Context: an optimization exercise on an open-source flow, tuned for small area. The choices shown serve that exercise and are no tape-out recipe. Where RTL was checked, it was by simulation tests only, not by an equivalence proof against the original.

Design overlay_top, start of the top module:
module overlay_top (
    input  logic                        clk,
    input  logic                        reset,
    input  logic                        vsync_i,
    input  logic [12-1:0][10-1:0] region_min_x_i,
    input  logic [12-1:0][10-1:0] region_max_x_i,
    input  logic [12-1:0][10-1:0] region_min_y_i,
    input  logic [12-1:0][10-1:0] region_max_y_i,
    input  overlay_pkg::coord_t         draw_x_i,
    input  overlay_pkg::coord_t         draw_y_i,
    input  logic [8-1:0]       pixel_i,
    input  overlay_pkg::shade_t         brightness_i,
    input  logic [15-1:0]    area_thresh_i,
    input  logic                        highlight_i,
    output overlay_pkg::shade_t         red_o,
    output overlay_pkg::shade_t         green_o,
    output overlay_pkg::shade_t         blue_o
);
    logic [12-1:0][10-1:0] snap_min_x;
    logic [12-1:0][10-1:0] snap_max_x;
    logic [12-1:0][10-1:0] snap_min_y;
    logic [12-1:0][10-1:0] snap_max_y;
    logic [12/4-1:0][10-1:0] next_min_x;
    logic [12/4-1:0][10-1:0] next_max_x;
    logic [12/4-1:0][10-1:0] next_min_y;
    logic [12/4-1:0][10-1:0] next_max_y;
    logic                        take_snap;
    logic                        loaded;
  ...
==> module box_keep, before the edit <==
module box_keep (
    input  logic [16:0] a,
    input  logic [14:0] nt,
    output logic        keep
);
    logic [15:1] c;
    assign c[1] = a[0] | nt[0];
    for (genvar i = 1; i < 15; i += 2) begin : g_bit
        ovl_maj2 u_maj (.a(a[i+1:i]), .b(nt[i+1:i]), .c(c[i]), .y(c[i+2]));
    end
    assign keep = a[16] & (a[15] | c[15]);
endmodule
==> module ovl_maj2, before the edit <==
module ovl_maj2 (input logic [1:0] a, b, input logic c, output logic y);
    logic m;
    assign m = (a[0] & b[0]) | (a[0] & c) | (b[0] & c);
    assign y = (a[1] & b[1]) | (a[1] & m) | (b[1] & m);
endmodule
export LEC_CHECK = 0
export CAP_MARGIN = 20
export CORE_MARGIN = 2
export CORE_UTILIZATION = 40
export SETUP_SLACK_MARGIN = 0.1
export SLEW_MARGIN = 20
export SYNTH_HIERARCHICAL = 1
create_clock -name core_clock -period 10.0 [get_ports {clk}]
standard.sh (not shown) runs the stock make flow with config.mk's settings and CLKGATE_MAP_FILE= SYNTH_SCRIPT=/design/flow/synth_recipe.tcl, a recipe that flattens the netlist after the stock synthesis.
==> flow/flow/run.sh <==
#!/bin/bash
# The standard layout with two changes:
#  - the smallest buffer (buf_1) as the port buffer instead of the delay buffer
#    buffer_ports picks on its own; every input and output still gets its own
#    buffer;
#  - clock tree synthesis without dummy loads (-dont_use_dummy_load), which
#    CTS otherwise adds only to even out the tree's branches.
set -euo pipefail
export BUFFER_PORTS_ARGS="-buffer_cell sky130_fd_sc_hd__buf_1"
export CTS_ARGS="-sink_clustering_enable -repair_clock_nets -sink_clustering_size 25 -sink_clustering_max_diameter 80 -buf_list sky130_fd_sc_hd__clkbuf_16 -dont_use_dummy_load"
bash standard.sh finish > standard_flow.log 2>&1
Change:
--- a/flow/design.v
+++ b/flow/design.v
@@ -218,15 +218,13 @@
 );
     logic [15:1] c;
     assign c[1] = a[0] | nt[0];
-    for (genvar i = 1; i < 15; i += 2) begin : g_bit
-        ovl_maj2 u_maj (.a(a[i+1:i]), .b(nt[i+1:i]), .c(c[i]), .y(c[i+2]));
+    for (genvar i = 1; i < 15; i++) begin : g_bit
+        ovl_maj u_maj (.a(a[i]), .b(nt[i]), .c(c[i]), .y(c[i+1]));
     end
     assign keep = a[16] & (a[15] | c[15]);
 endmodule
-module ovl_maj2 (input logic [1:0] a, b, input logic c, output logic y);
-    logic m;
-    assign m = (a[0] & b[0]) | (a[0] & c) | (b[0] & c);
-    assign y = (a[1] & b[1]) | (a[1] & m) | (b[1] & m);
+module ovl_maj (input logic a, b, c, output logic y);
+    assign y = (a & b) | (a & c) | (b & c);
 endmodule
 module box_area_unit (
     input  logic [9:0]  x0, x1, y0, y1,
Non-clock buffer count shrinks by 7. Routed wire length rises by 1.3%. Final cell count shrinks by 3.3%. Critical path depth climbs by 2. Global-route usage came out higher by 0.47 points. Sequential share of layout area decreases by 0.30 points. Worst setup slack got worse by 0.15 ns. Flip-flop and latch count stays the same. Core utilization is about the same.

========
## v6
overlay_top, a different RTL version from the one above (not shown whole).
Size in the first run: ~5600 cells after synthesis, ~730 flip-flops, roughly 560 I/O pins, ~0.059 sq mm of cells after synthesis.
==> module box_area_filter, before the edit <==
module box_area_filter (
    input  logic                        clk,
    input  logic                        reset,
    input  logic [12/2-1:0][10-1:0] next_min_x_i,
    input  logic [12/2-1:0][10-1:0] next_max_x_i,
    input  logic [12/2-1:0][10-1:0] next_min_y_i,
    input  logic [12/2-1:0][10-1:0] next_max_y_i,
    input  logic                        take_snap_i,
    input  logic                        loaded_i,
    input  logic [15-1:0]    area_thresh_i,
    output overlay_pkg::region_mask_t   region_valid_o
);
    localparam int H = 12 / 2;
    logic [16:0]  unit_a [H];
    logic [16:0]  area_p [H];
    logic [16:0]  area_q [H];
    logic [14:0]  thresh;
    logic [14:0]  thresh_q;
    logic         loaded_q;
    logic         after_snap_q;
    logic         odd;
    logic         odd_q;
    logic [H-1:0] keep_x_d;
    logic [H-1:0] keep_x_q;
    logic [H-1:0] keep_p;
    logic [H-1:0] keep_q;
    logic [H-1:0] valid_p;
    logic [H-1:0] valid_q;
    for (genvar k = 0; k < H; k++) begin : g_unit
        box_area_unit u_unit (
            .x0     (next_min_x_i[k]),
            .x1     (next_max_x_i[k]),
            .y0     (next_min_y_i[k]),
            .y1     (next_max_y_i[k]),
            .is_box (unit_a[k][16]),
            .sat    (unit_a[k][15]),
            .low    (unit_a[k][14:0])
        );
    end
    assign thresh = (area_thresh_i != '0) ? area_thresh_i : 15'(16);
    function automatic logic ge15(input logic [14:0] a, input logic [14:0] b);
        logic ge;
        ge = 1'b1;
        for (int i = 0; i < 15; i++) begin
            ge = (a[i] ^ b[i]) ? a[i] : ge;
        end
        ge15 = ge;
    endfunction
    function automatic logic keep(input logic [16:0] a, input logic [14:0] t);
        keep = a[16] & (a[15] | ge15(a[14:0], t));
    endfunction
    always_ff @(posedge clk) begin
        for (int k = 0; k < H; k++) begin
            area_p[k] <= unit_a[k];
            area_q[k] <= area_p[k];
        end
        thresh_q <= thresh;
        keep_x_q <= keep_x_d;
    end
    always_ff @(posedge clk or posedge reset) begin
        if (reset) begin
            odd          <= 1'b0;
            odd_q        <= 1'b0;
            after_snap_q <= 1'b0;
            loaded_q     <= 1'b0;
        end else begin
            odd          <= take_snap_i | ~odd;
            odd_q        <= odd;
            after_snap_q <= take_snap_i;
            loaded_q     <= loaded_i;
        end
    end
    always_comb begin
        for (int k = 0; k < H; k++) begin
            keep_x_d[k] = keep(area_q[k], thresh);
            keep_p[k]   = keep(area_p[k], thresh_q);
            keep_q[k]   = keep(area_q[k], thresh_q);
            if (after_snap_q) begin
                valid_p[k] = odd_q ? keep_q[k] : keep_x_q[k];
                valid_q[k] = odd_q ? keep_x_q[k] : keep_q[k];
            end else begin
                valid_p[k] = keep_p[k];
                valid_q[k] = keep_q[k];
            end
        end
    end
    assign region_valid_o = loaded_q ? {valid_q, valid_p} : '0;
endmodule
clock: 10.0 ns
lec_check: 0
cap_margin: 20
core_margin: 2
core_utilization: 40
cts_buf_list: sky130_fd_sc_hd__clkbuf_16
cts_cluster_diameter: 80
cts_cluster_size: 25
slew_margin: 20
synth_hierarchical: 1
==> flow/flow/run.sh <==
#!/bin/bash
# The standard layout, with the smallest buffer (buf_1) as the port buffer
# instead of the delay buffer buffer_ports picks on its own.  Every input and
# output still gets its own buffer.
set -euo pipefail
export BUFFER_PORTS_ARGS="-buffer_cell sky130_fd_sc_hd__buf_1"
bash standard.sh finish > standard_flow.log 2>&1
What v7 does differently from v6 at the input level:
--- a/flow/design.v
+++ b/flow/design.v
@@ -137,7 +137,7 @@
         logic ge;
         ge = 1'b1;
         for (int i = 0; i < 15; i++) begin
-            ge = (a[i] ^ b[i]) ? a[i] : ge;
+            ge = (a[i] & ~b[i]) | (a[i] & ge) | (~b[i] & ge);
         end
         ge15 = ge;
     endfunction
- v7 vs. v6: average cell area after synthesis comparable; count of plain and timing-repair buffers in the layout now sits higher.
- Of v7 and v6, it is v7 that has the higher time the worst path needs with I/O delays and setup.
- The final reports for v7 and v6 show wire length after detailed routing lower in the former.
- The fraction of standard cell area that is sequential of v7 and that of v6 are within noise of each other.
- On final area, v6 and v7 are neck and neck.
- Any difference in worst-case hold slack between v7 and v6 is small enough to ignore.
- Fraction of area in clock buffers and inverters, v6 and v7: higher on v7
- Measured against each other, v6 and v7 differ in routed via count, the lower figure coming from v7.
- Global-route usage, v6 and v7: smaller value in v7
- Number of cells on the worst reg-to-reg path came out exactly the same in v6 and v7.
No run of this note included a check of the RTL's function; only the layout flow was run.

re-timing with driven ports:
How much do the figures lean on ideal ports? The routed layouts below were timed once more, with nothing changed but the port constraints. Step 1, drivers: a clkbuf_16 drives clk and a buf_2 each remaining input, both assumed. Step 2, shift: input delay + t, output delay - t, t = (earliest + latest rising clock arrival at the registers) / 2. This alone moves slack from input paths to output paths. Slacks: ideal ports / drivers / drivers and shift; pairs: ideal ports / drivers.
run	t (ns)	slack for setup (ns)	worst setup path after step 2	worst register clock-pin slew, ns	worst slew at a driven data input, ns
the first run of note 1	0.720	0.422 / 0.475 / -0.244	input to register	0.10 / 0.10	0.16
the second run of note 1	0.730	0.272 / 0.194 / -0.269	input to register	0.10 / 0.10	0.15
v6	0.783	0.373 / 0.433 / -0.351	input to register	0.10 / 0.10	0.19
v7	0.776	0.327 / 0.383 / -0.394	input to register	0.10 / 0.10	0.15
Met with ideal ports but missed after step 2: setup timing in every run listed. The setup slack of v6, which loses most, moves by +0.060 ns with the drivers and by -0.724 ns with both steps.
